Source: an optimization exercise on an open RTL-to-GDS flow (aim: small area). Production flows keep margins and buffers that such runs may drop. Function was checked by simulation only, so behaviour that the tests miss may differ from the original. Power is estimated from default activity; no workload was simulated.

<file path="flow/flow/run.sh">
#!/bin/bash
# Layout flow: the standard ORFS flow (standard.sh, unchanged synthesis,
# floorplan, power grid and tap cells), with two settings of its own:
#  - port buffers are the smallest buffer (buf_1) instead of the flow's pick;
#  - clock tree: clkbuf_8 buffers in clusters of at most 20 sinks within
#    60 um, and no dummy loads at the leaves.
# make's full output goes to flow_make.log here; ORFS's per-step logs stay
# under orfs/logs/.
set -euo pipefail
bash standard.sh \
  BUFFER_PORTS_ARGS="-buffer_cell sky130_fd_sc_hd__buf_1" \
  CTS_ARGS="-sink_clustering_enable -repair_clock_nets -dont_use_dummy_load -buf_list sky130_fd_sc_hd__clkbuf_8 -sink_clustering_size 18 -sink_clustering_max_diameter 60" \
  finish > flow_make.log 2>&1
</file>
<file path="flow/standard.sh">
#!/bin/bash
# synth_recipe.tcl (not shown) runs the flow's synth.tcl, then flattens the netlist and writes it again
# the make line also repeats each setting of config.mk as NAME=value (left out here)
make -C /OpenROAD-flow-scripts/flow DESIGN_CONFIG=/design/flow/config.mk WORK_HOME=/design/flow/orfs CLKGATE_MAP_FILE= SYNTH_SCRIPT=/design/flow/synth_recipe.tcl "${@:-finish}"
</file>
<file path="flow/config.mk">
export PLATFORM = sky130hd
export DESIGN_NAME = fir_avg_multi
export DESIGN_NICKNAME = fir_avg_multi
export VERILOG_FILES = /design/flow/design.v
export SDC_FILE = /design/flow/constraint.sdc
export NUM_CORES = 4
export LEC_CHECK = 0
export CAP_MARGIN = 20
export CORE_MARGIN = 2
export CORE_UTILIZATION = 70
export PLACE_DENSITY = 0.8
export SLEW_MARGIN = 20
export SYNTH_HIERARCHICAL = 1
export SYNTH_MINIMUM_KEEP_SIZE = 0
</file>
<file path="flow/constraint.sdc">
create_clock -name core_clock -period 7.0 [get_ports {clk}]
set_input_delay 1.4000 -clock core_clock [delete_from_list [all_inputs] [get_ports {clk}]]
set_output_delay 1.4000 -clock core_clock [all_outputs]
set_load 0.01 [all_outputs]
</file>
<file path="flow/design.v">
package fir_avg_pkg;
  localparam int W_DEF     = 24;
  localparam int LOG2N_DEF = 4;
  localparam int CH_DEF    = 2;
  localparam int ACC_W_DEF = W_DEF + LOG2N_DEF;
  typedef logic signed [ACC_W_DEF-1:0] acc_def_t;
endpackage
module fir_avg_delay_line
#(
  parameter int W     = fir_avg_pkg::W_DEF,
  parameter int LOG2N = fir_avg_pkg::LOG2N_DEF,
  parameter int CH    = fir_avg_pkg::CH_DEF
) (
  input  logic            clk,
  input  logic            reset,
  input  logic            we,
  input  logic            hold,
  input  logic [CH*W-1:0] din,
  output logic [CH*W-1:0] newest,
  output logic [CH*W-1:0] oldest_raw,
  output logic            inv
);
  localparam int N = 1 << LOG2N;
  logic [CH*W-1:0]        sr0_q;    
  logic [CH*W-1:0]        sr0_d;
  logic [N-1:1][CH*W-1:0] sr_q;     
  logic [N-1:1][CH*W-1:0] sr_d;
  logic [N-1:1][CH*W-1:0] sr_in;    
  logic                   inv_q;
  always_ff @(posedge clk or posedge reset) begin
    if (reset) inv_q <= 1'b0;
    else       inv_q <= ~inv_q;
  end
  fir_avg_sel_or #(.WIDTH(CH*W)) u_sel0 (
    .d0 (din),
    .s1 (hold),
    .d1 (sr0_q),
    .y  (sr0_d)
  );
  assign sr_in[1] = sr0_q ^ {(CH*W){inv_q}};
  for (genvar k = 2; k < N; k++) begin : g_in
    assign sr_in[k] = sr_q[k-1];
  end
  fir_avg_sel_n #(.WIDTH((N-1)*CH*W)) u_sel (
    .s0_n (~we),
    .d0   (sr_in),
    .s1_n (~hold),
    .d1   (sr_q),
    .y_n  (sr_d)
  );
  always_ff @(posedge clk) begin
    sr0_q <= sr0_d;
    sr_q  <= sr_d;
  end
  assign newest     = sr0_q;
  assign oldest_raw = sr_q[N-1];
  assign inv        = inv_q;
endmodule
module fir_avg_sel_or
#(
  parameter int WIDTH = 1
) (
  input  logic [WIDTH-1:0] d0,
  input  logic             s1,
  input  logic [WIDTH-1:0] d1,
  output logic [WIDTH-1:0] y
);
  assign y = d0 | ({WIDTH{s1}} & d1);
endmodule
module fir_avg_sel_n
#(
  parameter int WIDTH = 1
) (
  input  logic             s0_n,
  input  logic [WIDTH-1:0] d0,
  input  logic             s1_n,
  input  logic [WIDTH-1:0] d1,
  output logic [WIDTH-1:0] y_n
);
  assign y_n = ~(({WIDTH{s0_n}} | d0) & ({WIDTH{s1_n}} | d1));
endmodule
module fir_avg_multi
#(
  parameter int W     = fir_avg_pkg::W_DEF,
  parameter int LOG2N = fir_avg_pkg::LOG2N_DEF,
  parameter int CH    = fir_avg_pkg::CH_DEF
) (
  input  logic            clk,
  input  logic            reset,
  input  logic            isValid,
  input  logic            flush,
  input  logic            bypass,
  input  logic [CH*W-1:0] dataIn,
  output logic [CH*W-1:0] dataOut,
  output logic            outValid,
  output logic            filled
);
  localparam int N  = 1 << LOG2N;
  localparam int AW = W + LOG2N;
  localparam int CIA_BLK = 8;
  logic            accept;
  logic [CH*W-1:0] din_g;       
  logic [CH*W-1:0] newest;
  logic [CH*W-1:0] oldest_raw;
  logic            inv;
  logic [LOG2N-1:0] cnt_q;
  logic             filled_q;
  logic             vld_q;
  logic             zero_q;     
  logic             sel_avg_q;  
  logic             sel_smp_q;  
  assign accept = isValid & ~flush;
  assign din_g  = {(CH*W){isValid}} & dataIn;
  fir_avg_delay_line #(
    .W     (W),
    .LOG2N (LOG2N),
    .CH    (CH)
  ) u_delay_line (
    .clk        (clk),
    .reset      (reset),
    .we         (isValid),
    .hold       (~isValid),
    .din        (din_g),
    .newest     (newest),
    .oldest_raw (oldest_raw),
    .inv        (inv)
  );
  always_ff @(posedge clk or posedge reset) begin
    if (reset) begin
      cnt_q     <= '0;
      filled_q  <= 1'b0;
      vld_q     <= 1'b0;
      zero_q    <= 1'b1;
      sel_avg_q <= 1'b0;
      sel_smp_q <= 1'b0;
    end else begin
      vld_q  <= accept;
      zero_q <= flush;
      if (flush) begin
        cnt_q     <= '0;
        filled_q  <= 1'b0;
        sel_avg_q <= 1'b0;
        sel_smp_q <= 1'b0;
      end else if (accept) begin
        cnt_q     <= cnt_q + LOG2N'(1);
        sel_avg_q <= ~bypass;
        sel_smp_q <= bypass;
        if (cnt_q == LOG2N'(N-1)) filled_q <= 1'b1;
      end
    end
  end
  assign outValid = vld_q;
  assign filled   = filled_q;
  for (genvar c = 0; c < CH; c++) begin : g_ch
    logic                 smp_v;
    logic                 old_v;
    logic        [W-1:0]  smp_o;
    logic        [W-1:0]  old_o;
    logic signed [AW-1:0] acc_q;
    logic signed [AW-1:0] acc_nxt;
    assign smp_v = isValid;
    assign old_v = isValid & filled_q;
    assign smp_o = {~din_g[c*W+W-1], din_g[c*W +: W-1]};
    logic old_v1, old_v0;
    logic [W-1:0] old_raw, old_t;
    assign old_v1  = old_v & ~inv;
    assign old_v0  = old_v & inv;
    assign old_raw = oldest_raw[c*W +: W];
    assign old_t   = ({W{old_v1}} & old_raw) | ({W{old_v0}} & ~old_raw);
    assign old_o   = {~old_t[W-1], old_t[W-2:0]};
    logic [AW-1:0] op_a, op_b, op_c, cs_s, cs_c;
    assign op_a = zero_q ? '0 : acc_q;
    assign op_b = {{LOG2N{1'b0}}, smp_o};
    assign op_c = ~{{LOG2N{1'b0}}, old_o};
    assign cs_s = op_a ^ op_b ^ op_c;
    assign cs_c = (op_a & op_b) | (op_a & op_c) | (op_b & op_c);
    localparam int NB = (AW + CIA_BLK - 1) / CIA_BLK;
    logic [AW-1:0] cp_a, cp_b;
    logic [AW-1:0] s0;      
    logic [AW-1:0] ones;    
    logic [NB:0]   cb;      
    assign cp_a  = cs_s;
    assign cp_b  = {cs_c[AW-2:0], 1'b1};
    assign cb[0] = 1'b0;
    for (genvar j = 0; j < NB; j++) begin : g_blk
      localparam int LO = j * CIA_BLK;
      localparam int HI = (LO + CIA_BLK < AW) ? LO + CIA_BLK : AW;
      logic [HI-LO:0] rc;
      assign rc[0] = 1'b0;
      for (genvar i = LO; i < HI; i++) begin : g_bit
        assign s0[i]      = cp_a[i] ^ cp_b[i] ^ rc[i-LO];
        assign rc[i-LO+1] = (cp_a[i] & cp_b[i]) | (rc[i-LO] & (cp_a[i] ^ cp_b[i]));
        if (i == LO) begin : g_first
          assign ones[i] = 1'b1;
        end else begin : g_next
          assign ones[i] = &s0[i-1:LO];
        end
        assign acc_nxt[i] = s0[i] ^ (cb[j] & ones[i]);
      end
      assign cb[j+1] = rc[HI-LO] | (cb[j] & (&s0[HI-1:LO]));
    end
    always_ff @(posedge clk) begin
      acc_q <= acc_nxt;
    end
    assign dataOut[c*W +: W] = ({W{sel_avg_q}} & acc_q[AW-1:LOG2N])
                             | ({W{sel_smp_q}} & newest[c*W +: W]);
  end
endmodule
</file>
==> results of run 1 <==
==> worst max-delay path, cell delays in order <==
cell and delay, ns:
clkbuf_2 0.17, buf_4 0.20, nand2_1 0.09, buf_4 0.16, nor2_1 0.15, fa_1 0.44, inv_1 0.07, ha_1 0.13
inv_1 0.05, fa_1 0.45, fa_1 0.47, fa_1 0.46, fa_1 0.46, fa_1 0.46, fa_1 0.43, inv_1 0.09
fa_1 0.44, a41oi_2 0.32, o21ai_1 0.18, ha_1 0.25, xnor2_1 0.13
==> cell usage after synthesis (3+ instances only) <==
| master | n |
|---|---|
| clkbuf_8 | 35 |
| nor3_1 | 3 |
| nor2_1 | 34 |
| and2_1 | 40 |
| dfxtp_1 | 824 |
| nand2b_1 | 14 |
| a22o_1 | 48 |
| fa_1 | 94 |
| buf_1 | 7 |
| buf_6 | 45 |
| a21o_1 | 48 |
| dfrtp_1 | 9 |
| ha_1 | 13 |
| nand2_1 | 55 |
| buf_2 | 78 |
| xor2_1 | 93 |
| buf_4 | 12 |
| o21a_1 | 3 |
| xnor2_1 | 37 |
| clkbuf_1 | 25 |
| o22ai_1 | 720 |
| nor2b_1 | 46 |
| inv_1 | 94 |
==> per-layer routing <==
| metal | global-route usage | part of all wire |
|---|---|---|
| met1 | 0.3925 | 0.47 |
| met2 | 0.4068 | 0.45 |
| met3 | 0.03991 | 0.047 |
| met4 | 0.09147 | 0.028 |
| met5 | 0 | 0.00018 |
==> final timing paths <==
check	startpoint	end	slack, ns	depth (start not counted)
max	isValid	g_ch[0].acc_q[25]	0.51	21
min	u_delay_line.sr_q[505]	u_delay_line.sr_q[553]	0.39	1
max reg2reg	zero_q	g_ch[0].acc_q[25]	0.80	15
min reg2reg	u_delay_line.sr_q[505]	u_delay_line.sr_q[553]	0.39	1
max in group asynchronous	reset	zero_q	5.98	2
min in group asynchronous	reset	u_delay_line.inv_q	0.60	2
==> area by class of cell <==
type,instances,area [µm²]
Antenna cell,1,2.502
Timing Repair Buffer,130,681.9
Multi-Input combinational cell,1275,9731
Tap cell,525,656.9
Inverter,94,372.9
Fill cell,2753,10980
Clock buffer,54,743.2
Sequential cell,834,16750
==> registers in the layout, summed over array words and instances (netlist names) <==
register            cells
u_delay_line.sr_q     720
g_ch.acc_q             56
u_delay_line.sr0_q     48
cnt_q                   4
filled_q                1
sel_avg_q               1
sel_smp_q               1
u_delay_line.inv_q      1
vld_q                   1
zero_q                  1
==> power by group <==
group | switching (µW) | internal [µW] | leakage [µW] | total (µW)
logic | 1100 | 1050 | 0.00378 | 2150
clock network | 1350 | 693 | 0.000388 | 2040
registers | 517 | 5600 | 0.00707 | 6120
==> logic make-up (layout without fill, tap and decap cells) <==
kind of cell | count (synthesis) | in the layout | synth area share
XOR/XNOR | 130 | 130 | 0.04001
flip-flops | 834 | 834 | 0.5886
adder cells (fa/ha/maj) | 107 | 107 | 0.07185
other | 0 | 1 | 0
multiplexers | 2 | 2 | 0.0007036
AO/OA/AOI/OAI | 830 | 830 | 0.1903
AND/OR/NAND/NOR | 206 | 206 | 0.03909
buffers and inverters | 298 | 278 | 0.06948
==> through the flow <==
stage          power (µW)  hold WS (ns)  cells  worst slack [ns]  TNS [ns]
2_1_floorplan        7781        0.4224   2407           0.04138         0
3_3_place_gp         8209        0.4294   2858           0.02171         0
3_5_place_dp         8339        0.4317   2858           -0.1314   -0.4192
4_1_cts             10350        0.3771   2912            0.5434         0
5_1_grt             10860        0.4107   2912            0.2040         0
6_report            10310        0.3882   2913            0.5065         0
==> results.sh, run 1 <==
export IMPL_die_height_um=205.6
export IMPL_cts_root_buf="clkbuf_8"
export IMPL_clock_skew_ns=0.09677
export IMPL_vias=17907
export IMPL_yosysSeqAreaShare=0.5886
export IMPL_finalMaxSlewViolations=0
export IMPL_synthArstFlopShare=0.01199
export IMPL_synth_top_area_cell="dfxtp_1"
export IMPL_cts_inserted_buffers=54
export IMPL_synth_main_ff_cell="dfxtp_1"
export IMPL_final_nets=2549
export IMPL_cap_violations=0
export IMPL_clockBufferDepth=3
export IMPL_fin_crit_ns=6.494
export IMPL_final_area_um2=28940
export IMPL_fmax_mhz=154.0
export IMPL_ys_ff_latch=834
export IMPL_place_area_um2=28190
export IMPL_mostFrequentLayoutCells="dfxtp_1, o22ai_1, buf_1"
export IMPL_timing_slew_headroom=0.3112
export IMPL_setup_viol=0
export IMPL_wl_um=56720
export IMPL_cts_hold_buffers_added=0
export IMPL_power_density_nw_per_um2=356.3
export IMPL_place_gp_congestion=0.8808
export IMPL_syn_inst=2407
export IMPL_fp_dieW_um=205.6
export IMPL_grt_max_degree=246
export IMPL_ir_drop_mv=0.2522
export IMPL_cts_setup_buffers=0
export IMPL_postSynthAreaPerCell_um2=11.82
export IMPL_grt_pass1_vias=17155
export IMPL_hold_viol_final=0
export IMPL_crit_fanout=7
export IMPL_cts_repair_resized=0
export IMPL_cts_tree="built"
export IMPL_layout_worst_path_cycle_share=0.9276
export IMPL_clk_pin_slew_ns=0.10
export IMPL_grt_use_total=0.2674
export IMPL_critPathLaunchType="primary input"
export IMPL_final_common_cell="dfxtp_1"
export IMPL_worst_pin_slew_ns=1.033
export IMPL_crit_required_ns=7.50
export IMPL_grt_overflow_total=0
export IMPL_holdCritPathClass="register to register"
export IMPL_drc=0
export IMPL_critPathArrivalTime_ns=6.99
export IMPL_fin_util=0.7250
export IMPL_synth_top_area_share=0.5797
export IMPL_netlist_area_um2=28450
export IMPL_synth_edff_count=0
export IMPL_dieArea_um2=42280
export IMPL_drive_gt1_frac=0.03980
export IMPL_synth_fp_nets=2567
export IMPL_initial_core_util=0.7129
export IMPL_core_area_um2=39910
export IMPL_status="finished clean"
export IMPL_antenna_found_initial=2
export IMPL_row_count=73
export IMPL_htreeDepth=2
export IMPL_grt_pass1_wl_um=90260
export IMPL_synth_area_leaders="dfxtp_1, o22ai_1, fa_1"
export IMPL_clock_latency_ns=0.69
export IMPL_syn2layout_area_growth_pct=1.702
export IMPL_drt_first_pass_iters=5
export IMPL_io_pins=103
export IMPL_routed_via_density=6.147
export IMPL_wl_per_cell_um=19.47
export IMPL_yosysUniqueCellTypes=48
export IMPL_rsz0062_at_grt="no"
export IMPL_clock_sinks=834
export IMPL_initialDrtViolationCount=1476
export IMPL_worst_setup_path_end_kind="register"
export IMPL_crit_type="primary input to register"
export IMPL_p_leak_uw=0.01124
export IMPL_portBuffers=102
export IMPL_ys_warn_count=8
export IMPL_drtAntennaViolNets=0
export IMPL_dp_hpwl_um=37300
==> inputs of run 2 (changes only) <==
--- a/flow/flow/run.sh
+++ b/flow/flow/run.sh
@@ -10,4 +10,4 @@
 bash standard.sh \
   BUFFER_PORTS_ARGS="-buffer_cell sky130_fd_sc_hd__buf_1" \
-  CTS_ARGS="-sink_clustering_enable -repair_clock_nets -dont_use_dummy_load -buf_list sky130_fd_sc_hd__clkbuf_8 -sink_clustering_size 18 -sink_clustering_max_diameter 60" \
+  CTS_ARGS="-sink_clustering_enable -repair_clock_nets -dont_use_dummy_load -buf_list sky130_fd_sc_hd__clkbuf_8 -sink_clustering_size 20 -sink_clustering_max_diameter 45" \
   finish > flow_make.log 2>&1
==> run 2 against run 1 <==
  * Sequential cell count stayed put
  * Core utilization is 0.41 points higher
  * Largest cell class unchanged
  * Global-route usage is 0.22 points higher
  * Die area stayed put
  * Worst hold slack worse by 0.023 ns
  * Highest routed layer unchanged
  * Via count is 0.71% higher
  * First-iteration DRC count is 3.3% lower
  * Register-to-register slack worse by 0.03 ns
==> results.sh, run 2 <==
export IMPL_status="finished clean"
export IMPL_place_gp_congestion=0.8808
export IMPL_row_count=73
export IMPL_finalMaxSlewViolations=0
export IMPL_syn_inst=2407
export IMPL_antenna_found_initial=2
export IMPL_r2r_worst_path_cells=15
export IMPL_top_layer_used="met5"
export IMPL_path_depth=21
export IMPL_crit_start="isValid"
export IMPL_layout_worst_path_cycle_share=0.9235
export IMPL_fmax_mhz=154.7
export IMPL_portBuffers=102
export IMPL_hold_viol_final=0
export IMPL_dp_hpwl_um=37300
export IMPL_drive_gt1_frac=0.04460
export IMPL_clock_latency_ns=0.66
export IMPL_synth_most_common_cell="dfxtp_1"
export IMPL_critPathArrivalTime_ns=6.98
export IMPL_insertedDiodeCount=0
export IMPL_wl_um=57010
export IMPL_syn2layout_area_growth_pct=2.273
export IMPL_power_density_nw_per_um2=361.3
export IMPL_synth_fp_nets=2567
export IMPL_cap_violations=0
export IMPL_cts_repair_resized=0
export IMPL_crit_fanout=7
export IMPL_final_common_cell="dfxtp_1"
export IMPL_cts_inserted_buffers=66
export IMPL_cp_slowest_stage_delay_ns=0.46
export IMPL_cp_endpoint="g_ch[0].acc_q[25]"
export IMPL_cts_hold_buffers_added=0
export IMPL_drt_first_pass_iters=5
export IMPL_cts_tree="built"
export IMPL_grt_pass1_wl_um=90580
export IMPL_place_area_um2=28190
export IMPL_cp_slowest_cell="fa_1"
export IMPL_finalNonFillerCells=2924
export IMPL_initial_core_util=0.7129
export IMPL_r2r_slack_ns=0.77
export IMPL_ys_warn_count=8
export IMPL_postSynthAreaPerCell_um2=11.82
export IMPL_worst_setup_path_end_kind="register"
export IMPL_setup_viol=0
export IMPL_detail_route_wirelength_met1_um=26700
export IMPL_critPathLaunchType="primary input"
export IMPL_fin_util=0.7291
export IMPL_dr_wl_met2_um=25150
export IMPL_clk_pin_slew_ns=0.12
export IMPL_dr_wl_met3_um=2988
export IMPL_die_height_um=205.6
export IMPL_core_area_um2=39910
export IMPL_timing_slew_headroom=0.2975
export IMPL_drc=0
export IMPL_reg2reg_to="g_ch[0].acc_q[25]"
export IMPL_path_cells="clkbuf_2, buf_4, nand2_1, buf_4, nor2_1, fa_1, inv_1, ha_1, inv_1, fa_1, fa_1, fa_1, fa_1, fa_1, fa_1, inv_1, fa_1, a41oi_2, o21ai_1, ha_1, xnor2_1"
export IMPL_worst_pin_slew_ns=1.054
export IMPL_fp_dieW_um=205.6
export IMPL_yosysUniqueCellTypes=48
export IMPL_grt_overflow_total=0
export IMPL_grt_use_total=0.2696
export IMPL_cts_root_buf="clkbuf_8"
export IMPL_synth_edff_count=0
export IMPL_netlist_area_um2=28450
export IMPL_largest_register_ff_count=720
export IMPL_vias=18034
export IMPL_dieArea_um2=42280
export IMPL_synthArstFlopShare=0.01199
export IMPL_routed_via_density=6.168
export IMPL_ir_drop_mv=0.2113
export IMPL_rsz0062_at_grt="no"
export IMPL_clock_sinks=834
export IMPL_cp_top_family="adder cells"
export IMPL_synth_main_ff_cell="dfxtp_1"
export IMPL_clockBufferDepth=3
export IMPL_cts_setup_buffers=0
export IMPL_grt_pass1_vias=17268
export IMPL_crit_type="primary input to register"
export IMPL_holdCritPathClass="register to register"
export IMPL_wl_per_cell_um=19.50
export IMPL_regMostFlops="u_delay_line.sr_q"
export IMPL_crit_top_cell="fa_1"
export IMPL_final_nets=2561
export IMPL_fin_crit_ns=6.465
export IMPL_yosysSeqAreaShare=0.5886
export IMPL_ys_ff_latch=834
export IMPL_initialDrtViolationCount=1428
export IMPL_io_pins=103
export IMPL_dp_cells=2858
export IMPL_grt_max_degree=246
export IMPL_drtAntennaViolNets=0
export IMPL_htreeDepth=3
export IMPL_cp_num_buf_inv=6
export IMPL_synth_top_area_share=0.5797
export IMPL_final_area_um2=29100
export IMPL_synth_top_area_cell="dfxtp_1"
export IMPL_power_uw=10520
export IMPL_synth_commonest_cells="dfxtp_1, o22ai_1, fa_1, inv_1, xor2_1"
export IMPL_mostFrequentLayoutCells="dfxtp_1, o22ai_1, buf_1"
export IMPL_p_leak_uw=0.01133
export IMPL_r2r_start="zero_q"
export IMPL_synth_area_leaders="dfxtp_1, o22ai_1, fa_1"
export IMPL_crit_required_ns=7.51
export IMPL_clock_skew_ns=0.08292
export IMPL_reg_top3="u_delay_line.sr_q: 720 flops, g_ch.acc_q: 56 flops, u_delay_line.sr0_q: 48 flops"
-- run 2: layout make-up --
type                       count  area [µm²]
fill                        2748       10810
tap                          525       656.9
sequential                   834       16750
multi-input combinational   1275        9731
clock buffer                  66       908.4
timing repair buffer         130       681.9
inverter                      94       372.9
-- run 2: through the flow --
stage / setup slack [ns] / hold slack [ns] / TNS, ns
2_1_floorplan: 0.04138 / 0.4224 / 0
3_3_place_gp: 0.02171 / 0.4294 / 0
3_5_place_dp: -0.1314 / 0.4317 / -0.4192
4_1_cts: 0.5573 / 0.3598 / 0
5_1_grt: 0.2608 / 0.3616 / 0
6_report: 0.5355 / 0.3657 / 0
-- run 2: kinds of logic after synthesis --
group	count (synthesis)	share of synthesized area
flip-flops	834	0.5886
AO/OA/AOI/OAI	830	0.1903
buffers and inverters	298	0.06948
AND/OR/NAND/NOR	206	0.03909
XOR/XNOR	130	0.04001
adder cells (fa/ha/maj)	107	0.07185
multiplexers	2	0.0007036
-- run 2: per-layer routing --
layer | vias up | global-route usage
met5 | - | 0
met4 | 2 | 0.1082
met3 | 128 | 0.05353
met2 | 408 | 0.4010
met1 | 8815 | 0.3883
li1 | 8681 | -
-- run 2: how the worst min path moves through the flow --
| stage | from | slack (ns) | cells after the start | to |
|---|---|---|---|---|
| finish | u_delay_line.sr_q[498] | 0.37 | 1 | u_delay_line.sr_q[546] |
| global route | u_delay_line.sr_q[498] | 0.36 | 1 | u_delay_line.sr_q[546] |
| CTS | u_delay_line.sr_q[498] | 0.36 | 1 | u_delay_line.sr_q[546] |
| detailed placement | u_delay_line.sr_q[589] | 0.43 | 1 | u_delay_line.sr_q[637] |
| global placement | u_delay_line.sr_q[324] | 0.43 | 1 | u_delay_line.sr_q[372] |
| floorplan | u_delay_line.sr_q[718] | 0.42 | 1 | u_delay_line.sr_q[718] |
-- run 2: report_power, final --
part	switching, µW	internal [µW]
Clock	1400	848
Sequential	518	5600
Combinational	1100	1050
Total	3010	7500
==> inputs of run 3 (changes only) <==
--- a/flow/design.v
+++ b/flow/design.v
@@ -157,5 +157,5 @@
     logic        [W-1:0]  smp_o;
     logic        [W-1:0]  old_o;
-    logic signed [AW-1:0] acc_q;
+    logic        [AW-1:0] acc_n_q;    
     logic signed [AW-1:0] acc_nxt;
     assign smp_v = isValid;
@@ -170,5 +170,5 @@
     assign old_o   = {~old_t[W-1], old_t[W-2:0]};
     logic [AW-1:0] op_a, op_b, op_c, cs_s, cs_c;
-    assign op_a = zero_q ? '0 : acc_q;
+    assign op_a = ~(acc_n_q | {AW{zero_q}});
     assign op_b = {{LOG2N{1'b0}}, smp_o};
     assign op_c = ~{{LOG2N{1'b0}}, old_o};
@@ -201,7 +201,7 @@
     end
     always_ff @(posedge clk) begin
-      acc_q <= acc_nxt;
+      acc_n_q <= ~acc_nxt;
     end
-    assign dataOut[c*W +: W] = ({W{sel_avg_q}} & acc_q[AW-1:LOG2N])
+    assign dataOut[c*W +: W] = ({W{sel_avg_q}} & ~acc_n_q[AW-1:LOG2N])
                              | ({W{sel_smp_q}} & newest[c*W +: W]);
   end
--- a/flow/flow/run.sh
+++ b/flow/flow/run.sh
@@ -10,4 +10,4 @@
 bash standard.sh \
   BUFFER_PORTS_ARGS="-buffer_cell sky130_fd_sc_hd__buf_1" \
-  CTS_ARGS="-sink_clustering_enable -repair_clock_nets -dont_use_dummy_load -buf_list sky130_fd_sc_hd__clkbuf_8 -sink_clustering_size 20 -sink_clustering_max_diameter 45" \
+  CTS_ARGS="-sink_clustering_enable -repair_clock_nets -dont_use_dummy_load -buf_list sky130_fd_sc_hd__clkbuf_8 -sink_clustering_size 18 -sink_clustering_max_diameter 60" \
   finish > flow_make.log 2>&1
==> run 3 against run 2 <==
  * Still clean
  * Sequential share of layout area grew 0.71 points
  * Clock skew shrank 0.017 ns
  * Final area is 1.2% lower
  * Wire length shrank 1.2%
  * Setup slack worse by 0.0033 ns
==> results.sh, run 3 <==
export IMPL_status="finished clean"
export IMPL_clockBufferDepth=3
export IMPL_clock_latency_ns=0.68
export IMPL_p_leak_uw=0.01100
export IMPL_fillers=2935
export IMPL_synthArstFlopShare=0.01199
export IMPL_htreeDepth=2
export IMPL_final_seq_area_um2=16750
export IMPL_io_pins=103
export IMPL_finalMaxSlewViolations=0
export IMPL_final_common_cell="dfxtp_1"
export IMPL_fmax_mhz=154.6
export IMPL_critPathArrivalTime_ns=6.98
export IMPL_synth_top_area_share=0.5828
export IMPL_cts_repair_resized=0
export IMPL_clk_pin_slew_ns=0.10
export IMPL_initialDrtViolationCount=1491
export IMPL_synth_xor_area_share=0.04085
export IMPL_cts_setup_buffers=0
export IMPL_synthAdderAreaFrac=0.07224
export IMPL_drive_gt1_frac=0.04440
export IMPL_cts_root_buf="clkbuf_8"
export IMPL_regMostFlops="u_delay_line.sr_q"
export IMPL_synth_top_area_cell="dfxtp_1"
export IMPL_place_area_um2=27990
export IMPL_netlist_area_um2=28300
export IMPL_vias=17861
export IMPL_postSynthAreaPerCell_um2=11.64
export IMPL_fin_crit_ns=6.468
export IMPL_synth_fp_nets=2591
export IMPL_ys_ff_latch=834
export IMPL_critPathLaunchType="primary input"
export IMPL_mostFrequentLayoutCells="dfxtp_1, o22ai_1, xor2_1"
export IMPL_final_nets=2572
export IMPL_synth_mux_area_frac=0.0007073
export IMPL_drc=0
export IMPL_grt_use_total=0.2681
export IMPL_grt_pass1_vias=17270
export IMPL_routed_via_density=6.086
export IMPL_syn2layout_area_growth_pct=1.574
export IMPL_portBuffers=102
export IMPL_timing_slew_headroom=0.2406
export IMPL_reg_top3="u_delay_line.sr_q: 720 flops, g_ch.acc_n_q: 56 flops, u_delay_line.sr0_q: 48 flops"
export IMPL_drtAntennaViolNets=0
export IMPL_grt_overflow_total=0
export IMPL_crit_fanout=6
export IMPL_synth_simple_gate_area_frac=0.04231
export IMPL_row_count=73
export IMPL_antenna_found_initial=0
export IMPL_yosysUniqueCellTypes=47
export IMPL_setup_viol=0
export IMPL_wl_per_cell_um=19.18
export IMPL_power_density_nw_per_um2=359.4
export IMPL_ir_drop_mv=0.2520
export IMPL_finalNonFillerCells=2935
export IMPL_drt_first_pass_iters=5
export IMPL_multi_input_area_um2=9686
export IMPL_yosysSeqAreaShare=0.5917
export IMPL_place_gp_congestion=0.9165
export IMPL_clock_sinks=834
export IMPL_dp_hpwl_um=36990
export IMPL_ys_warn_count=8
export IMPL_wl_um=56300
export IMPL_synth_main_ff_cell="dfxtp_1"
export IMPL_dieArea_um2=42060
export IMPL_cts_tree="built"
export IMPL_hold_viol_final=0
export IMPL_die_height_um=205.1
export IMPL_cts_inserted_buffers=55
export IMPL_cap_violations=0
export IMPL_synth_most_common_cell="dfxtp_1"
export IMPL_holdCritPathClass="register to register"
export IMPL_worst_setup_path_end_kind="register"
export IMPL_fp_dieW_um=205.1
export IMPL_synth_top_family_by_area="compound AO/OA/AOI/OAI gates"
export IMPL_synth_edff_count=0
export IMPL_crit_required_ns=7.51
export IMPL_worst_pin_slew_ns=1.139
export IMPL_initial_core_util=0.7107
export IMPL_clock_skew_ns=0.06617
export IMPL_core_area_um2=39820
export IMPL_rsz0062_at_grt="no"
export IMPL_synth_area_leaders="dfxtp_1, o22ai_1, fa_1"
export IMPL_layout_worst_path_cycle_share=0.9240
export IMPL_synth_compound_area_frac=0.1861
export IMPL_synth_commonest_cells="dfxtp_1, o22ai_1, xor2_1, nand2_1, fa_1"
export IMPL_largest_register_ff_count=720
export IMPL_syn_inst=2431
export IMPL_grt_pass1_wl_um=90200
export IMPL_final_area_um2=28750
export IMPL_dp_cells=2880
export IMPL_insertedDiodeCount=0
export IMPL_crit_type="primary input to register"
export IMPL_cts_hold_buffers_added=0
export IMPL_grt_max_degree=229
[run 3: final timing paths]
check	from	to	slack, ns	cells past startpoint
min in group asynchronous	reset	u_delay_line.inv_q	0.56	2
min	u_delay_line.sr_q[343]	u_delay_line.sr_q[391]	0.41	1
min reg2reg	u_delay_line.sr_q[343]	u_delay_line.sr_q[391]	0.41	1
max in group asynchronous	reset	zero_q	6.00	2
max reg2reg	u_delay_line.inv_q	g_ch[0].acc_n_q[25]	0.58	15
max	isValid	g_ch[1].acc_n_q[20]	0.53	18
[run 3: layout make-up]
cell class              instances  area share
inverters                      56    0.007834
well taps                     525     0.02285
multi-input cells            1333      0.3369
clock buffers                  55     0.02633
flip-flops and latches        834      0.5827
repair buffers                132     0.02337
[run 3: layer usage]
metal,part of all wire,up-vias,track usage,wire length (µm)
li1,-,8759,-,-
met1,0.45,8621,0.3701,25350
met2,0.47,374,0.4263,26190
met3,0.047,107,0.04088,2632
met4,0.038,0,0.1087,2126
met5,0,-,0,0
[run 3: cells by family (layout without fill, tap and decap cells)]
kind of cell             count (synthesis)  after routing
XOR/XNOR                               132            132
buffers and inverters                  264            243
adder cells (fa/ha/maj)                107            107
AO/OA/AOI/OAI                          834            834
AND/OR/NAND/NOR                        258            258
flip-flops                             834            834
multiplexers                             2              2
[run 3: report_power, final]
group	internal [µW]	total, µW	switching, µW
logic	1020	2180	1160
registers	5600	6100	495
clock network	705	2050	1350
[run 3: stage by stage]
stage | setup TNS (ns) | total power, µW | utilization | setup WS, ns | hold WS (ns)
floorplan | 0 | 7780 | - | 0.09831 | 0.4227
global placement | 0 | 8213 | 0.7029 | 0.01586 | 0.4305
detailed placement | -0.6855 | 8345 | 0.7029 | -0.1628 | 0.4325
CTS | 0 | 10380 | 0.7219 | 0.5661 | 0.4052
global route | 0 | 10920 | 0.7219 | 0.3207 | 0.4212
finish | 0 | 10330 | 0.7219 | 0.5322 | 0.4069
[run 3: worst max-delay path: stages]
cell and delay, ns:
clkbuf_2 0.16, nand2_1 0.29, nor2_1 0.13, fa_1 0.51, inv_1 0.04, ha_1 0.19
fa_1 0.45, fa_1 0.46, fa_1 0.46, fa_1 0.46, fa_1 0.46, fa_1 0.46
fa_1 0.57, nand2_1 0.09, o31ai_4 0.34, buf_4 0.20, nand4_1 0.13, xor2_1 0.18
==> inputs of run 4 (changes only) <==
--- a/flow/flow/run.sh
+++ b/flow/flow/run.sh
@@ -10,4 +10,4 @@
 bash standard.sh \
   BUFFER_PORTS_ARGS="-buffer_cell sky130_fd_sc_hd__buf_1" \
-  CTS_ARGS="-sink_clustering_enable -repair_clock_nets -dont_use_dummy_load -buf_list sky130_fd_sc_hd__clkbuf_8 -sink_clustering_size 18 -sink_clustering_max_diameter 60" \
+  CTS_ARGS="-sink_clustering_enable -repair_clock_nets -dont_use_dummy_load -buf_list sky130_fd_sc_hd__clkbuf_8 -sink_clustering_size 20 -sink_clustering_max_diameter 60" \
   finish > flow_make.log 2>&1
==> run 4 against run 3 <==
  * Sequential power about the same
  * Total power fell by 0.71%
  * Clock power decreased by 3%
  * Area after synthesis did not move
  * Fmax barely moved
  * Sequential cell count did not move
==> results.sh, run 4 <==
export IMPL_ys_ff_latch=834
export IMPL_synth_most_common_cell="dfxtp_1"
export IMPL_clk_pin_slew_ns=0.11
export IMPL_initial_core_util=0.7107
export IMPL_synthArstFlopShare=0.01199
export IMPL_yosysUniqueCellTypes=47
export IMPL_cts_inserted_buffers=50
export IMPL_htreeDepth=2
export IMPL_ys_warn_count=8
export IMPL_crit_type="primary input to register"
export IMPL_grt_use_total=0.2670
export IMPL_initialDrtViolationCount=1286
export IMPL_timing_slew_headroom=0.2609
export IMPL_status="finished clean"
export IMPL_drt_first_pass_iters=5
export IMPL_clock_skew_ns=0.07637
export IMPL_insertedDiodeCount=0
export IMPL_fin_crit_ns=6.470
export IMPL_setup_tns_ns=0
export IMPL_hold_viol_final=0
export IMPL_worst_setup_path_end_kind="register"
export IMPL_holdCritPathClass="register to register"
export IMPL_rsz0062_at_grt="no"
export IMPL_reg_top3="u_delay_line.sr_q: 720 flops, g_ch.acc_n_q: 56 flops, u_delay_line.sr0_q: 48 flops"
export IMPL_synth_top_area_cell="dfxtp_1"
export IMPL_final_common_cell="dfxtp_1"
export IMPL_yosysSeqAreaShare=0.5917
export IMPL_power_uw=10260
export IMPL_postSynthAreaPerCell_um2=11.64
export IMPL_clock_latency_ns=0.69
export IMPL_crit_fanout=6
export IMPL_clock_sinks=834
export IMPL_ir_drop_mv=0.2634
export IMPL_synth_edff_count=0
export IMPL_cts_setup_buffers=0
export IMPL_synth_commonest_cells="dfxtp_1, o22ai_1, xor2_1, nand2_1, fa_1"
export IMPL_synth_area_leaders="dfxtp_1, o22ai_1, fa_1"
export IMPL_critPathArrivalTime_ns=6.99
export IMPL_vias=17847
export IMPL_finalMaxSlewViolations=0
export IMPL_wl_um=56040
export IMPL_fp_dieW_um=205.1
export IMPL_crit_required_ns=7.52
export IMPL_fmax_mhz=154.6
export IMPL_r2r_worst_path_cells=15
export IMPL_syn_inst=2431
export IMPL_layout_worst_path_cycle_share=0.9243
export IMPL_synth_fp_nets=2591
export IMPL_dp_hpwl_um=36990
export IMPL_cap_violations=0
export IMPL_die_height_um=205.1
export IMPL_grt_max_degree=229
export IMPL_clockBufferDepth=3
export IMPL_mostFrequentLayoutCells="dfxtp_1, o22ai_1, xor2_1"
export IMPL_place_gp_congestion=0.9165
export IMPL_antenna_found_initial=0
export IMPL_final_nets=2567
export IMPL_largest_register_ff_count=720
export IMPL_syn2layout_area_growth_pct=1.331
export IMPL_netlist_area_um2=28300
export IMPL_setup_viol=0
export IMPL_drive_gt1_frac=0.04241
export IMPL_dieArea_um2=42060
export IMPL_grt_pass1_wl_um=89750
export IMPL_routed_via_density=6.091
export IMPL_cts_tree="built"
export IMPL_cts_repair_resized=0
export IMPL_drtAntennaViolNets=0
export IMPL_io_pins=103
export IMPL_wl_per_cell_um=19.13
export IMPL_portBuffers=102
export IMPL_regMostFlops="u_delay_line.sr_q"
export IMPL_synth_main_ff_cell="dfxtp_1"
export IMPL_cts_root_buf="clkbuf_8"
export IMPL_critPathLaunchType="primary input"
export IMPL_worst_pin_slew_ns=1.109
export IMPL_power_density_nw_per_um2=357.8
export IMPL_synth_top_area_share=0.5828
export IMPL_cts_hold_buffers_added=0
export IMPL_grt_overflow_total=0
export IMPL_row_count=73
export IMPL_core_area_um2=39820
export IMPL_drc=0
export IMPL_p_leak_uw=0.01097
export IMPL_worstHoldPathCells=1
export IMPL_grt_pass1_vias=17177
==> run 4: cell count changes in the layout (fill, tap and decap cells not counted) <==
| cell | before | now |
|---|---|---|
| clkbuf_8 | 55 | 50 |
==> run 4: final timing paths <==
path / start / end / slack (ns)
setup / recovery: isValid / g_ch[1].acc_n_q[20] / 0.53
hold / removal: u_delay_line.sr_q[95] / u_delay_line.sr_q[143] / 0.41
setup reg to reg: u_delay_line.inv_q / g_ch[0].acc_n_q[25] / 0.56
hold reg to reg: u_delay_line.sr_q[95] / u_delay_line.sr_q[143] / 0.41
max in group asynchronous: reset / zero_q / 6.01
min in group asynchronous: reset / u_delay_line.inv_q / 0.55
==> run 4: cells by family (layout without fill, tap and decap cells) <==
| group | Yosys count | in the layout | share of synthesized area |
|---|---|---|---|
| buffers and inverters | 264 | 238 | 0.06605 |
| DFF | 834 | 834 | 0.5917 |
| AOI/OAI and AO/OA | 834 | 834 | 0.1861 |
| adders and majority gates | 107 | 107 | 0.07224 |
| and+or+nand+nor | 258 | 258 | 0.04231 |
| muxes | 2 | 2 | 0.0007074 |
| xor gates and xnor gates | 132 | 132 | 0.04085 |
==> run 4: per-layer routing <==
metal  global-route usage  share of wire  routed length [µm]  vias to the layer above
met3              0.05218          0.045                2530                      101
met5                    0              0                   0                        -
li1                     -              -                   -                     8746
met2               0.4254           0.47               26090                      314
met4              0.09327          0.034                1919                        0
met1               0.3664           0.46               25510                     8686
==> run 4: per-stage QoR <==
stage	area, µm²	instances	worst slack [ns]	util	hold slack, ns
floorplan	28300	2431	0.09831	-	0.4227
global placement	27990	2880	0.01586	0.7029	0.4305
detailed placement	27990	2880	-0.1628	0.7029	0.4325
CTS	28680	2930	0.5444	0.7202	0.4027
global route	28680	2930	0.3263	0.7202	0.4333
finish	28680	2930	0.5301	0.7202	0.4147
==> run 4: cell type report <==
| type | count | area, µm² |
|---|---|---|
| multi-input combinational | 1333 | 9686 |
| inverter | 56 | 225.2 |
| clock buffer | 50 | 688.2 |
| timing repair buffer | 132 | 671.9 |
| tap | 525 | 656.9 |
| fill | 2936 | 11140 |
| sequential | 834 | 16750 |
==> run 4: critical path, cell delays in order <==
cell and delay (ns):
clkbuf_2 0.16, nand2_1 0.29, nor2_1 0.13, fa_1 0.51
inv_1 0.04, ha_1 0.19, fa_1 0.46, fa_1 0.46
fa_1 0.46, fa_1 0.46, fa_1 0.46, fa_1 0.46
fa_1 0.57, nand2_1 0.09, o31ai_4 0.34, buf_4 0.20
nand4_1 0.13, xor2_1 0.17
==> run 4: report_power, final <==
group / switching [µW] / internal (µW)
combinational: 1160 / 1020
clock: 1340 / 645
sequential: 493 / 5600
total: 2990 / 7260
==> inputs of run 5 (changes only) <==
--- a/flow/design.v
+++ b/flow/design.v
@@ -16,12 +16,12 @@
   input  logic            we,
   input  logic            hold,
-  input  logic [CH*W-1:0] din,
-  output logic [CH*W-1:0] newest,
+  input  logic [CH*W-1:0] din_n,
+  output logic [CH*W-1:0] newest_n,
   output logic [CH*W-1:0] oldest_raw,
   output logic            inv
 );
   localparam int N = 1 << LOG2N;
-  logic [CH*W-1:0]        sr0_q;    
-  logic [CH*W-1:0]        sr0_d;
+  logic [CH*W-1:0]        sr0_n_q;  
+  logic [CH*W-1:0]        sr0_n_d;
   logic [N-1:1][CH*W-1:0] sr_q;     
   logic [N-1:1][CH*W-1:0] sr_d;
@@ -32,11 +32,11 @@
     else       inv_q <= ~inv_q;
   end
-  fir_avg_sel_or #(.WIDTH(CH*W)) u_sel0 (
-    .d0 (din),
-    .s1 (hold),
-    .d1 (sr0_q),
-    .y  (sr0_d)
+  fir_avg_sel0_n #(.WIDTH(CH*W)) u_sel0 (
+    .d0_n (din_n),
+    .s1_n (~hold),
+    .d1   (sr0_n_q),
+    .y    (sr0_n_d)
   );
-  assign sr_in[1] = sr0_q ^ {(CH*W){inv_q}};
+  assign sr_in[1] = ~sr0_n_q ^ {(CH*W){inv_q}};
   for (genvar k = 2; k < N; k++) begin : g_in
     assign sr_in[k] = sr_q[k-1];
@@ -50,21 +50,21 @@
   );
   always_ff @(posedge clk) begin
-    sr0_q <= sr0_d;
+    sr0_n_q <= sr0_n_d;
     sr_q  <= sr_d;
   end
-  assign newest     = sr0_q;
+  assign newest_n   = sr0_n_q;
   assign oldest_raw = sr_q[N-1];
   assign inv        = inv_q;
 endmodule
-module fir_avg_sel_or
+module fir_avg_sel0_n
 #(
   parameter int WIDTH = 1
 ) (
-  input  logic [WIDTH-1:0] d0,
-  input  logic             s1,
+  input  logic [WIDTH-1:0] d0_n,
+  input  logic             s1_n,
   input  logic [WIDTH-1:0] d1,
   output logic [WIDTH-1:0] y
 );
-  assign y = d0 | ({WIDTH{s1}} & d1);
+  assign y = d0_n & ({WIDTH{s1_n}} | d1);
 endmodule
 module fir_avg_sel_n
@@ -101,5 +101,5 @@
   logic            accept;
   logic [CH*W-1:0] din_g;       
-  logic [CH*W-1:0] newest;
+  logic [CH*W-1:0] newest_n;
   logic [CH*W-1:0] oldest_raw;
   logic            inv;
@@ -121,6 +121,6 @@
     .we         (isValid),
     .hold       (~isValid),
-    .din        (din_g),
-    .newest     (newest),
+    .din_n      (~din_g),
+    .newest_n   (newest_n),
     .oldest_raw (oldest_raw),
     .inv        (inv)
@@ -204,5 +204,5 @@
     end
     assign dataOut[c*W +: W] = ({W{sel_avg_q}} & ~acc_n_q[AW-1:LOG2N])
-                             | ({W{sel_smp_q}} & newest[c*W +: W]);
-  end
-endmodule
+                             | ({W{sel_smp_q}} & ~newest_n[c*W +: W]);
+  end
+endmodule
--- a/flow/config.mk
+++ b/flow/config.mk
@@ -6,9 +6,9 @@
 export NUM_CORES = 4
 export LEC_CHECK = 0
-export CAP_MARGIN = 20
+export CAP_MARGIN = 0
 export CORE_MARGIN = 2
 export CORE_UTILIZATION = 70
 export PLACE_DENSITY = 0.8
-export SLEW_MARGIN = 20
+export SLEW_MARGIN = 0
 export SYNTH_HIERARCHICAL = 1
 export SYNTH_MINIMUM_KEEP_SIZE = 0
==> run 5 against run 4 <==
  * Highest routed layer is now met5
  * Cell count fell by 0.44%
  * Register-to-register slack worse by 0.03 ns
  * Synthesized cell count is 0.99% lower
  * Core utilization is essentially flat
  * Sequential cell count stayed put
  * Global-route usage grew 0.57 points
  * Critical endpoint is now g_ch[0].acc_n_q[25]
  * Clock-buffer cell count is 1 higher
  * Sequential power is essentially flat
  * Clock skew rose by 0.0018 ns
==> results.sh, run 5 <==
export IMPL_status="finished clean"
export IMPL_fp_dieW_um=204.6
export IMPL_dp_hpwl_um=38150
export IMPL_ys_ff_latch=834
export IMPL_yosysSeqAreaShare=0.5944
export IMPL_critPathArrivalTime_ns=7.13
export IMPL_syn_inst=2407
export IMPL_cts_tree="built"
export IMPL_clockBufferDepth=3
export IMPL_initialDrtViolationCount=1532
export IMPL_drive_gt1_frac=0.05017
export IMPL_cts_repair_resized=0
export IMPL_crit_fanout=7
export IMPL_drt_first_pass_iters=5
export IMPL_drc=0
export IMPL_setup_viol=0
export IMPL_cts_inserted_buffers=51
export IMPL_p_seq_frac=0.594
export IMPL_final_common_cell="dfxtp_1"
export IMPL_cp_top_family="adder cells"
export IMPL_cp_slowest_stage_delay_ns=0.55
export IMPL_netlist_area_um2=28170
export IMPL_cts_hold_buffers_added=0
export IMPL_portBuffers=102
export IMPL_row_count=73
export IMPL_ys_warn_count=8
export IMPL_insertedDiodeCount=0
export IMPL_clock_sinks=834
export IMPL_regMostFlops="u_delay_line.sr_q"
export IMPL_wl_per_cell_um=19.63
export IMPL_worst_setup_path_end_kind="register"
export IMPL_synth_fp_nets=2567
export IMPL_crit_type="primary input to register"
export IMPL_final_nets=2554
export IMPL_finalMaxSlewViolations=0
export IMPL_crit_required_ns=7.51
export IMPL_io_pins=103
export IMPL_cp_slowest_cell="fa_1"
export IMPL_place_area_um2=27930
export IMPL_clock_skew_ns=0.07821
export IMPL_largest_register_ff_count=720
export IMPL_cts_root_buf="clkbuf_8"
export IMPL_layout_worst_path_cycle_share=0.9455
export IMPL_synth_top_area_share=0.5855
export IMPL_htreeDepth=2
export IMPL_holdCritPathClass="register to register"
export IMPL_synth_main_ff_cell="dfxtp_1"
export IMPL_clock_latency_ns=0.69
export IMPL_grt_max_degree=238
export IMPL_vias=17890
export IMPL_crit_top_cell="fa_1"
export IMPL_critPathLaunchType="primary input"
export IMPL_swShare=0.2903
export IMPL_clk_pin_slew_ns=0.11
export IMPL_dieArea_um2=41870
export IMPL_place_gp_congestion=0.9091
export IMPL_fmax_mhz=151.1
export IMPL_die_height_um=204.6
export IMPL_synth_top_area_cell="dfxtp_1"
export IMPL_synth_simple_gate_area_frac=0.03238
export IMPL_core_area_um2=39730
export IMPL_power_density_nw_per_um2=359.7
export IMPL_reg_top3="u_delay_line.sr_q: 720 flops, g_ch.acc_n_q: 56 flops, u_delay_line.sr0_n_q: 48 flops"
export IMPL_drtAntennaViolNets=0
export IMPL_fin_util=0.7206
export IMPL_p_leak_uw=0.01095
export IMPL_path_cells="clkbuf_2, and2_1, buf_4, nand2_1, fa_1, fa_1, fa_1, fa_1, fa_1, fa_1, fa_1, fa_1, and4_1, a41o_1, a31o_2, ha_1, xor2_1"
export IMPL_fin_crit_ns=6.619
export IMPL_synth_edff_count=0
export IMPL_grt_overflow_total=0
export IMPL_wl_um=57250
export IMPL_cap_violations=0
export IMPL_grt_pass1_vias=17175
export IMPL_hold_viol_final=0
export IMPL_p_clk_frac=0.195
export IMPL_cp_num_buf_inv=2
export IMPL_grt_use_total=0.2727
export IMPL_synth_area_leaders="dfxtp_1, o22ai_1, fa_1"
export IMPL_ir_drop_mv=0.2495
export IMPL_mostFrequentLayoutCells="dfxtp_1, o22ai_1, buf_1"
export IMPL_pwr_share_comb=0.211
export IMPL_antenna_found_initial=1
export IMPL_synth_mux_area_frac=0.0007106
export IMPL_postSynthAreaPerCell_um2=11.70
export IMPL_synth_top_family_by_area="compound AO/OA/AOI/OAI gates"
export IMPL_cts_setup_buffers=0
export IMPL_synth_xor_area_share=0.04228
export IMPL_synth_compound_area_frac=0.1867
export IMPL_synth_commonest_cells="dfxtp_1, o22ai_1, nand2_1, fa_1, inv_1"
export IMPL_yosysUniqueCellTypes=45
export IMPL_grt_pass1_wl_um=91330
export IMPL_power_switching_uw=2990
export IMPL_synthAdderAreaFrac=0.07257
export IMPL_routed_via_density=6.133
export IMPL_initial_core_util=0.7091
export IMPL_worst_pin_slew_ns=1.117
export IMPL_p_int_uw=7309
export IMPL_synth_most_common_cell="dfxtp_1"
export IMPL_synthArstFlopShare=0.01199
export IMPL_rsz0062_at_grt="no"
export IMPL_timing_slew_headroom=0.2556
export IMPL_final_area_um2=28630
export IMPL_syn2layout_area_growth_pct=1.621
==> run 5: per-stage QoR <==
step	hold slack, ns	total power [µW]	cells	TNS (ns)	setup slack, ns
6_report	0.3932	10300	2917	0	0.3815
5_1_grt	0.4155	10850	2917	0	0.2444
4_1_cts	0.3837	10340	2917	0	0.4082
3_5_place_dp	0.4320	8364	2866	-1.612	-0.2602
3_3_place_gp	0.4310	8245	2866	-0.5273	-0.1334
2_1_floorplan	0.4227	7758	2407	0	0.008048
==> run 5: kinds of logic after synthesis <==
logic type | after synthesis
mux | 2
xor+xnor | 136
flops | 834
compound gates | 826
buf+inv | 299
simple gates | 203
fa+ha+maj | 107
==> run 5: layout make-up <==
type	instances	area [µm²]
sequential	834	16750
fill	2805	11100
multi-input combinational	1274	9429
timing repair buffer	142	734.5
clock buffer	51	701.9
tap	525	656.9
inverter	91	356.6
==> run 5: metal layers <==
metal  up-vias  wire, µm  track usage
met4         2      1066      0.06315
li1       8687         -            -
met1      8735     27010       0.4041
met2       386     26750       0.4253
met3        80      2414      0.03977
met5         -        13            0
==> run 5: power by group through the flow <==
| stage | logic [µW] | registers (µW) | clock network (µW) |
|---|---|---|---|
| floorplan | 1730 | 6030 | 0 |
| global placement | 2060 | 6190 | 0 |
| detailed placement | 2150 | 6210 | 0 |
| CTS | 2170 | 6110 | 2050 |
| global route | 2440 | 6210 | 2200 |
| finish | 2170 | 6120 | 2000 |
==> run 5: worst register-to-register path, stage by stage, from the launching register on <==
cell	delay [ns]
dfrtp_4	0.60
buf_4	0.56
xor2_1	0.39
nand2_1	0.14
fa_1	0.50
ha_1	0.22
fa_1	0.46
fa_1	0.46
fa_1	0.48
fa_1	0.49
fa_1	0.46
fa_1	0.46
fa_1	0.56
a31o_2	0.27
ha_1	0.20
xor2_1	0.14
==> run 5: worst paths after layout <==
path | startpoint | end | slack (ns) | depth (start not counted)
min in group asynchronous | reset | u_delay_line.inv_q | 0.65 | 2
worst min-delay path | u_delay_line.sr_q[573] | u_delay_line.sr_q[621] | 0.39 | 1
worst max register to register | u_delay_line.inv_q | g_ch[1].acc_n_q[25] | 0.53 | 15
worst max-delay path | isValid | g_ch[0].acc_n_q[25] | 0.38 | 17
max in group asynchronous | reset | zero_q | 5.94 | 2
worst min register to register | u_delay_line.sr_q[573] | u_delay_line.sr_q[621] | 0.39 | 1
==> inputs of run 6 (changes only) <==
--- a/flow/config.mk
+++ b/flow/config.mk
@@ -6,9 +6,9 @@
 export NUM_CORES = 4
 export LEC_CHECK = 0
-export CAP_MARGIN = 0
+export CAP_MARGIN = 10
 export CORE_MARGIN = 2
 export CORE_UTILIZATION = 70
 export PLACE_DENSITY = 0.8
-export SLEW_MARGIN = 0
+export SLEW_MARGIN = 10
 export SYNTH_HIERARCHICAL = 1
 export SYNTH_MINIMUM_KEEP_SIZE = 0
==> run 6 against run 5 <==
  * Critical path type unchanged
  * Cell count unchanged
  * First-iteration DRC count did not move
  * Clock skew is the same
==> results.sh, run 6 <==
export IMPL_timing_slew_headroom=0.2556
export IMPL_cts_setup_buffers=0
export IMPL_clock_skew_ns=0.07821
export IMPL_wl_per_cell_um=19.63
export IMPL_die_height_um=204.6
export IMPL_path_cells="clkbuf_2, and2_1, buf_4, nand2_1, fa_1, fa_1, fa_1, fa_1, fa_1, fa_1, fa_1, fa_1, and4_1, a41o_1, a31o_2, ha_1, xor2_1"
export IMPL_critPathLaunchType="primary input"
export IMPL_row_count=73
export IMPL_synth_most_common_cell="dfxtp_1"
export IMPL_ir_drop_mv=0.2495
export IMPL_regMostFlops="u_delay_line.sr_q"
export IMPL_synth_top_area_cell="dfxtp_1"
export IMPL_critPathArrivalTime_ns=7.13
export IMPL_synth_area_leaders="dfxtp_1, o22ai_1, fa_1"
export IMPL_yosysUniqueCellTypes=45
export IMPL_cp_num_buf_inv=2
export IMPL_drtAntennaViolNets=0
export IMPL_multi_input_area_um2=9429
export IMPL_path_depth=17
export IMPL_crit_required_ns=7.51
export IMPL_grt_use_total=0.2727
export IMPL_reg2reg_to="g_ch[1].acc_n_q[25]"
export IMPL_drt_first_pass_iters=5
export IMPL_fin_crit_ns=6.619
export IMPL_dp_hpwl_um=38150
export IMPL_status="finished clean"
export IMPL_cap_violations=0
export IMPL_r2r_worst_path_cells=15
export IMPL_largest_register_ff_count=720
export IMPL_layout_worst_path_cycle_share=0.9455
export IMPL_cts_root_buf="clkbuf_8"
export IMPL_worst_setup_path_end_kind="register"
export IMPL_initialDrtViolationCount=1532
export IMPL_mostFrequentLayoutCells="dfxtp_1, o22ai_1, buf_1"
export IMPL_holdCritPathClass="register to register"
export IMPL_fp_dieW_um=204.6
export IMPL_synthArstFlopShare=0.01199
export IMPL_fillers=2805
export IMPL_cp_slowest_cell="fa_1"
export IMPL_cts_inserted_buffers=51
export IMPL_place_gp_congestion=0.9091
export IMPL_insertedDiodeCount=0
export IMPL_r2r_start="u_delay_line.inv_q"
export IMPL_cp_slowest_stage_delay_ns=0.55
export IMPL_grt_overflow_total=0
export IMPL_htreeDepth=2
export IMPL_reg_top3="u_delay_line.sr_q: 720 flops, g_ch.acc_n_q: 56 flops, u_delay_line.sr0_n_q: 48 flops"
export IMPL_wl_um=57250
export IMPL_yosysSeqAreaShare=0.5944
export IMPL_crit_fanout=7
export IMPL_p_leak_uw=0.01095
export IMPL_initial_core_util=0.7091
export IMPL_vias=17890
export IMPL_grt_max_degree=238
export IMPL_synth_main_ff_cell="dfxtp_1"
export IMPL_clock_latency_ns=0.69
export IMPL_setup_viol=0
export IMPL_final_nets=2554
export IMPL_synth_edff_count=0
export IMPL_hold_start="u_delay_line.sr_q[573]"
export IMPL_r2r_slack_ns=0.53
export IMPL_dp_cells=2866
export IMPL_synth_fp_nets=2567
export IMPL_routed_via_density=6.133
export IMPL_synth_commonest_cells="dfxtp_1, o22ai_1, nand2_1, fa_1, inv_1"
export IMPL_ys_ff_latch=834
export IMPL_cts_repair_resized=0
export IMPL_rsz0062_at_grt="no"
export IMPL_finalMaxSlewViolations=0
export IMPL_postSynthAreaPerCell_um2=11.70
export IMPL_antenna_found_initial=1
export IMPL_final_seq_area_um2=16750
export IMPL_worst_pin_slew_ns=1.117
export IMPL_final_common_cell="dfxtp_1"
export IMPL_grt_pass1_vias=17175
export IMPL_fmax_mhz=151.1
export IMPL_cp_top_family="adder cells"
export IMPL_synth_top_area_share=0.5855
export IMPL_crit_top_cell="fa_1"
export IMPL_syn_inst=2407
export IMPL_crit_type="primary input to register"
export IMPL_hold_viol_final=0
export IMPL_syn2layout_area_growth_pct=1.621
export IMPL_cts_hold_buffers_added=0
export IMPL_grt_pass1_wl_um=91330
export IMPL_min_to="u_delay_line.sr_q[621]"
export IMPL_worstHoldPathCells=1
export IMPL_power_density_nw_per_um2=359.7
export IMPL_ys_warn_count=8
export IMPL_dieArea_um2=41870
export IMPL_drc=0
export IMPL_finalNonFillerCells=2917
export IMPL_clock_sinks=834
export IMPL_clockBufferDepth=3
export IMPL_portBuffers=102
export IMPL_netlist_area_um2=28170
export IMPL_cts_tree="built"
export IMPL_drive_gt1_frac=0.05017
export IMPL_io_pins=103
export IMPL_fin_util=0.7206
export IMPL_clk_pin_slew_ns=0.11
export IMPL_core_area_um2=39730
==> run 6: worst max-delay path by stage <==
stage	startpoint	to	slack, ns
after floorplan	isValid	g_ch[1].acc_n_q[25]	0.008
after global placement	isValid	g_ch[0].acc_n_q[25]	-0.13
after detailed placement	isValid	g_ch[0].acc_n_q[25]	-0.26
after CTS	isValid	g_ch[0].acc_n_q[25]	0.41
after global routing	isValid	g_ch[0].acc_n_q[25]	0.24
final	isValid	g_ch[0].acc_n_q[25]	0.38
==> run 6: cell families after synthesis <==
group / Yosys count / synth area share
AOI/OAI and AO/OA: 826 / 0.1867
xor gates and xnor gates: 136 / 0.04228
adders and majority gates: 107 / 0.07257
buffers and inverters: 299 / 0.07097
DFF: 834 / 0.5944
muxes: 2 / 0.0007106
and+or+nand+nor: 203 / 0.03238
==> run 6: through the flow <==
step	TNS, ns	hold slack (ns)	worst slack (ns)	area (µm²)	power (µW)
final	0	0.3932	0.3815	28630	10300
after global routing	0	0.4155	0.2444	28630	10850
after CTS	0	0.3837	0.4082	28630	10340
after detailed placement	-1.612	0.4320	-0.2602	27930	8364
after global placement	-0.5273	0.4310	-0.1334	27930	8245
after floorplan	0	0.4227	0.008048	28180	7758
==> run 6: metal layers <==
metal,vias up,part of all wire,global-route usage
met4,2,0.019,0.06315
met2,386,0.47,0.4253
met3,80,0.042,0.03977
met5,-,0.00023,0
met1,8735,0.47,0.4041
li1,8687,-,-
==> run 6: layout make-up <==
class,instances,share of cell area
repair buffers,142,0.02565
inverters,91,0.01246
flip-flops and latches,834,0.5851
well taps,525,0.02294
multi-input cells,1274,0.3293
clock buffers,51,0.02452
==> run 6: power breakdown <==
group          switching, µW  internal, µW  leakage (µW)
logic                   1120          1050       0.00351
registers                518          5600       0.00707
clock network           1350           657      0.000367
total                   2990          7310        0.0109
==> inputs of run 7 (changes only) <==
--- a/flow/config.mk
+++ b/flow/config.mk
@@ -6,9 +6,9 @@
 export NUM_CORES = 4
 export LEC_CHECK = 0
-export CAP_MARGIN = 10
+export CAP_MARGIN = 20
 export CORE_MARGIN = 2
 export CORE_UTILIZATION = 70
 export PLACE_DENSITY = 0.8
-export SLEW_MARGIN = 10
+export SLEW_MARGIN = 20
 export SYNTH_HIERARCHICAL = 1
 export SYNTH_MINIMUM_KEEP_SIZE = 0
==> run 7 against run 6 <==
  * Sequential cell count unchanged
  * Global-route usage unchanged
  * Still clean
  * Critical endpoint unchanged
  * Wire length stayed put
  * Synthesized cell count is the same
  * Highest routed layer unchanged
  * Clock power hardly changed
  * First-iteration DRC count stayed put
  * Cell count stayed put
==> results.sh, run 7 <==
export IMPL_status="finished clean"
export IMPL_cts_root_buf="clkbuf_8"
export IMPL_cts_repair_resized=0
export IMPL_yosysSeqAreaShare=0.5944
export IMPL_crit_required_ns=7.51
export IMPL_timing_slew_headroom=0.2556
export IMPL_final_common_cell="dfxtp_1"
export IMPL_wl_um=57250
export IMPL_crit_fanout=7
export IMPL_cp_slowest_cell="fa_1"
export IMPL_dp_hpwl_um=38150
export IMPL_finalMaxSlewViolations=0
export IMPL_p_leak_uw=0.01095
export IMPL_synth_main_ff_cell="dfxtp_1"
export IMPL_fin_crit_ns=6.619
export IMPL_initialDrtViolationCount=1532
export IMPL_clock_sinks=834
export IMPL_grt_overflow_total=0
export IMPL_grt_use_total=0.2727
export IMPL_io_pins=103
export IMPL_critPathArrivalTime_ns=7.13
export IMPL_portBuffers=102
export IMPL_power_density_nw_per_um2=359.7
export IMPL_synth_most_common_cell="dfxtp_1"
export IMPL_routed_via_density=6.133
export IMPL_worst_pin_slew_ns=1.117
export IMPL_cts_tree="built"
export IMPL_synthArstFlopShare=0.01199
export IMPL_core_area_um2=39730
export IMPL_setup_viol=0
export IMPL_synth_area_leaders="dfxtp_1, o22ai_1, fa_1"
export IMPL_antenna_found_initial=1
export IMPL_synth_commonest_cells="dfxtp_1, o22ai_1, nand2_1, fa_1, inv_1"
export IMPL_mostFrequentLayoutCells="dfxtp_1, o22ai_1, buf_1"
export IMPL_fp_dieW_um=204.6
export IMPL_clk_pin_slew_ns=0.11
export IMPL_holdWs_ns=0.3932
export IMPL_grt_pass1_wl_um=91330
export IMPL_htreeDepth=2
export IMPL_synth_top_area_share=0.5855
export IMPL_drc=0
export IMPL_crit_type="primary input to register"
export IMPL_syn_inst=2407
export IMPL_use_met2=0.4253
export IMPL_regMostFlops="u_delay_line.sr_q"
export IMPL_drtAntennaViolNets=0
export IMPL_ys_ff_latch=834
export IMPL_holdCritPathClass="register to register"
export IMPL_fmax_mhz=151.1
export IMPL_cts_setup_buffers=0
export IMPL_largest_register_ff_count=720
export IMPL_synth_fp_nets=2567
export IMPL_cp_num_buf_inv=2
export IMPL_grt_max_degree=238
export IMPL_cp_top_family="adder cells"
export IMPL_netlist_area_um2=28170
export IMPL_crit_top_cell="fa_1"
export IMPL_reg_top3="u_delay_line.sr_q: 720 flops, g_ch.acc_n_q: 56 flops, u_delay_line.sr0_n_q: 48 flops"
export IMPL_layout_worst_path_cycle_share=0.9455
export IMPL_drive_gt1_frac=0.05017
export IMPL_worst_setup_path_end_kind="register"
export IMPL_dieArea_um2=41870
export IMPL_ys_warn_count=8
export IMPL_row_count=73
export IMPL_final_nets=2554
export IMPL_path_cells="clkbuf_2, and2_1, buf_4, nand2_1, fa_1, fa_1, fa_1, fa_1, fa_1, fa_1, fa_1, fa_1, and4_1, a41o_1, a31o_2, ha_1, xor2_1"
export IMPL_vias=17890
export IMPL_wl_per_cell_um=19.63
export IMPL_globalRoute_busiestLayer="met2"
export IMPL_met1_usage=0.4041
export IMPL_insertedDiodeCount=0
export IMPL_ir_drop_mv=0.2495
export IMPL_clock_skew_ns=0.07821
export IMPL_grt_pass1_vias=17175
export IMPL_clock_latency_ns=0.69
export IMPL_power_uw=10300
export IMPL_hold_viol_final=0
export IMPL_postSynthAreaPerCell_um2=11.70
export IMPL_yosysUniqueCellTypes=45
export IMPL_critPathLaunchType="primary input"
export IMPL_synth_edff_count=0
export IMPL_synth_top_area_cell="dfxtp_1"
export IMPL_cap_violations=0
export IMPL_die_height_um=204.6
export IMPL_syn2layout_area_growth_pct=1.621
export IMPL_initial_core_util=0.7091
export IMPL_cp_slowest_stage_delay_ns=0.55
export IMPL_use_met3=0.03977
export IMPL_clockBufferDepth=3
export IMPL_cts_hold_buffers_added=0
export IMPL_cts_inserted_buffers=51
export IMPL_rsz0062_at_grt="no"
export IMPL_drt_first_pass_iters=5
export IMPL_place_gp_congestion=0.9091
run 7: cell counts in the layout (fill, tap and decap cells not counted):
No cell type changed its count.
run 7: worst register-to-register path, stage by stage (launching register included):
cell and delay, ns:
dfrtp_4 0.60, buf_4 0.56, xor2_1 0.39, nand2_1 0.14, fa_1 0.50, ha_1 0.22
fa_1 0.46, fa_1 0.46, fa_1 0.48, fa_1 0.49, fa_1 0.46, fa_1 0.46
fa_1 0.56, a31o_2 0.27, ha_1 0.20, xor2_1 0.14
run 7: final timing paths:
kind                                        start                     end  slack [ns]  cells after the start
setup / recovery                          isValid     g_ch[0].acc_n_q[25]        0.38                     17
hold / removal             u_delay_line.sr_q[573]  u_delay_line.sr_q[621]        0.39                      1
setup reg to reg               u_delay_line.inv_q     g_ch[1].acc_n_q[25]        0.53                     15
hold reg to reg            u_delay_line.sr_q[573]  u_delay_line.sr_q[621]        0.39                      1
max in group asynchronous                   reset                  zero_q        5.94                      2
min in group asynchronous                   reset      u_delay_line.inv_q        0.65                      2
run 7: per-stage QoR:
stage                     worst slack, ns  utilization  TNS [ns]  instances  area [µm²]
after floorplan                  0.008048            -         0       2407       28180
after global placement            -0.1334       0.7029   -0.5273       2866       27930
after detailed placement          -0.2602       0.7029    -1.612       2866       27930
after CTS                          0.4082       0.7206         0       2917       28630
after global routing               0.2444       0.7206         0       2917       28630
final                              0.3815       0.7206         0       2917       28630
run 7: cells by family (layout without fill, tap and decap cells):
group / Yosys count / count (layout) / share of synthesized area
multiplexers: 2 / 2 / 0.0007106
XOR/XNOR: 136 / 136 / 0.04228
flip-flops: 834 / 834 / 0.5944
AO/OA/AOI/OAI: 826 / 826 / 0.1867
buffers and inverters: 299 / 284 / 0.07097
AND/OR/NAND/NOR: 203 / 203 / 0.03238
adder cells (fa/ha/maj): 107 / 107 / 0.07257
run 7: area by class of cell:
| class | instances | area, µm² |
|---|---|---|
| Tap cell | 525 | 656.9 |
| Timing Repair Buffer | 142 | 734.5 |
| Sequential cell | 834 | 16750 |
| Fill cell | 2805 | 11100 |
| Clock buffer | 51 | 701.9 |
| Inverter | 91 | 356.6 |
| Multi-Input combinational cell | 1274 | 9429 |
run 7: report_power, final:
part | total, µW | leakage, µW | internal (µW) | switching, µW
clock network | 2000 | 0.000367 | 657 | 1350
registers | 6120 | 0.00707 | 5600 | 518
logic | 2170 | 0.00351 | 1050 | 1120
total | 10300 | 0.0109 | 7310 | 2990
run 7: layer usage:
layer	share of wire	routed length, µm	vias up
met5	0.00023	13	-
met1	0.47	27010	8735
met2	0.47	26750	386
met4	0.019	1066	2
li1	-	-	8687
met3	0.042	2414	80

==> separate check: timing with driven ports <==
In the flow no input, the clock included, has a driving cell. The finished layouts below were timed again as built, in two steps.
Step 1, drivers: a clkbuf_16 drives clk and a buf_2 each remaining input, both assumed.
Step 2 adds t to the input delays and takes it off the output delays; t is the mean of the earliest and latest rising clock arrival at the registers after step 1. Input paths then give back, and output paths get back, about the clock's delay inside the block.
a / b / c = ideal ports / drivers / drivers and shift; a / b = the first two.
run	t, ns	setup slack, ns	hold slack, ns
run 1	0.697	0.506 / 0.531 / -0.166	0.388 / 0.388 / 0.388
run 2	0.664	0.535 / 0.557 / -0.107	0.366 / 0.366 / 0.366
run 3	0.702	0.532 / 0.568 / -0.134	0.407 / 0.407 / 0.407
run 4	0.707	0.530 / 0.556 / -0.140	0.415 / 0.415 / 0.415
run 5	0.706	0.381 / 0.414 / -0.292	0.393 / 0.393 / 0.393
run 6	0.706	0.381 / 0.414 / -0.292	0.393 / 0.393 / 0.393
run 7	0.706	0.381 / 0.414 / -0.292	0.393 / 0.393 / 0.393
With both steps, setup timing fails in every run listed, where it was met with ideal ports.
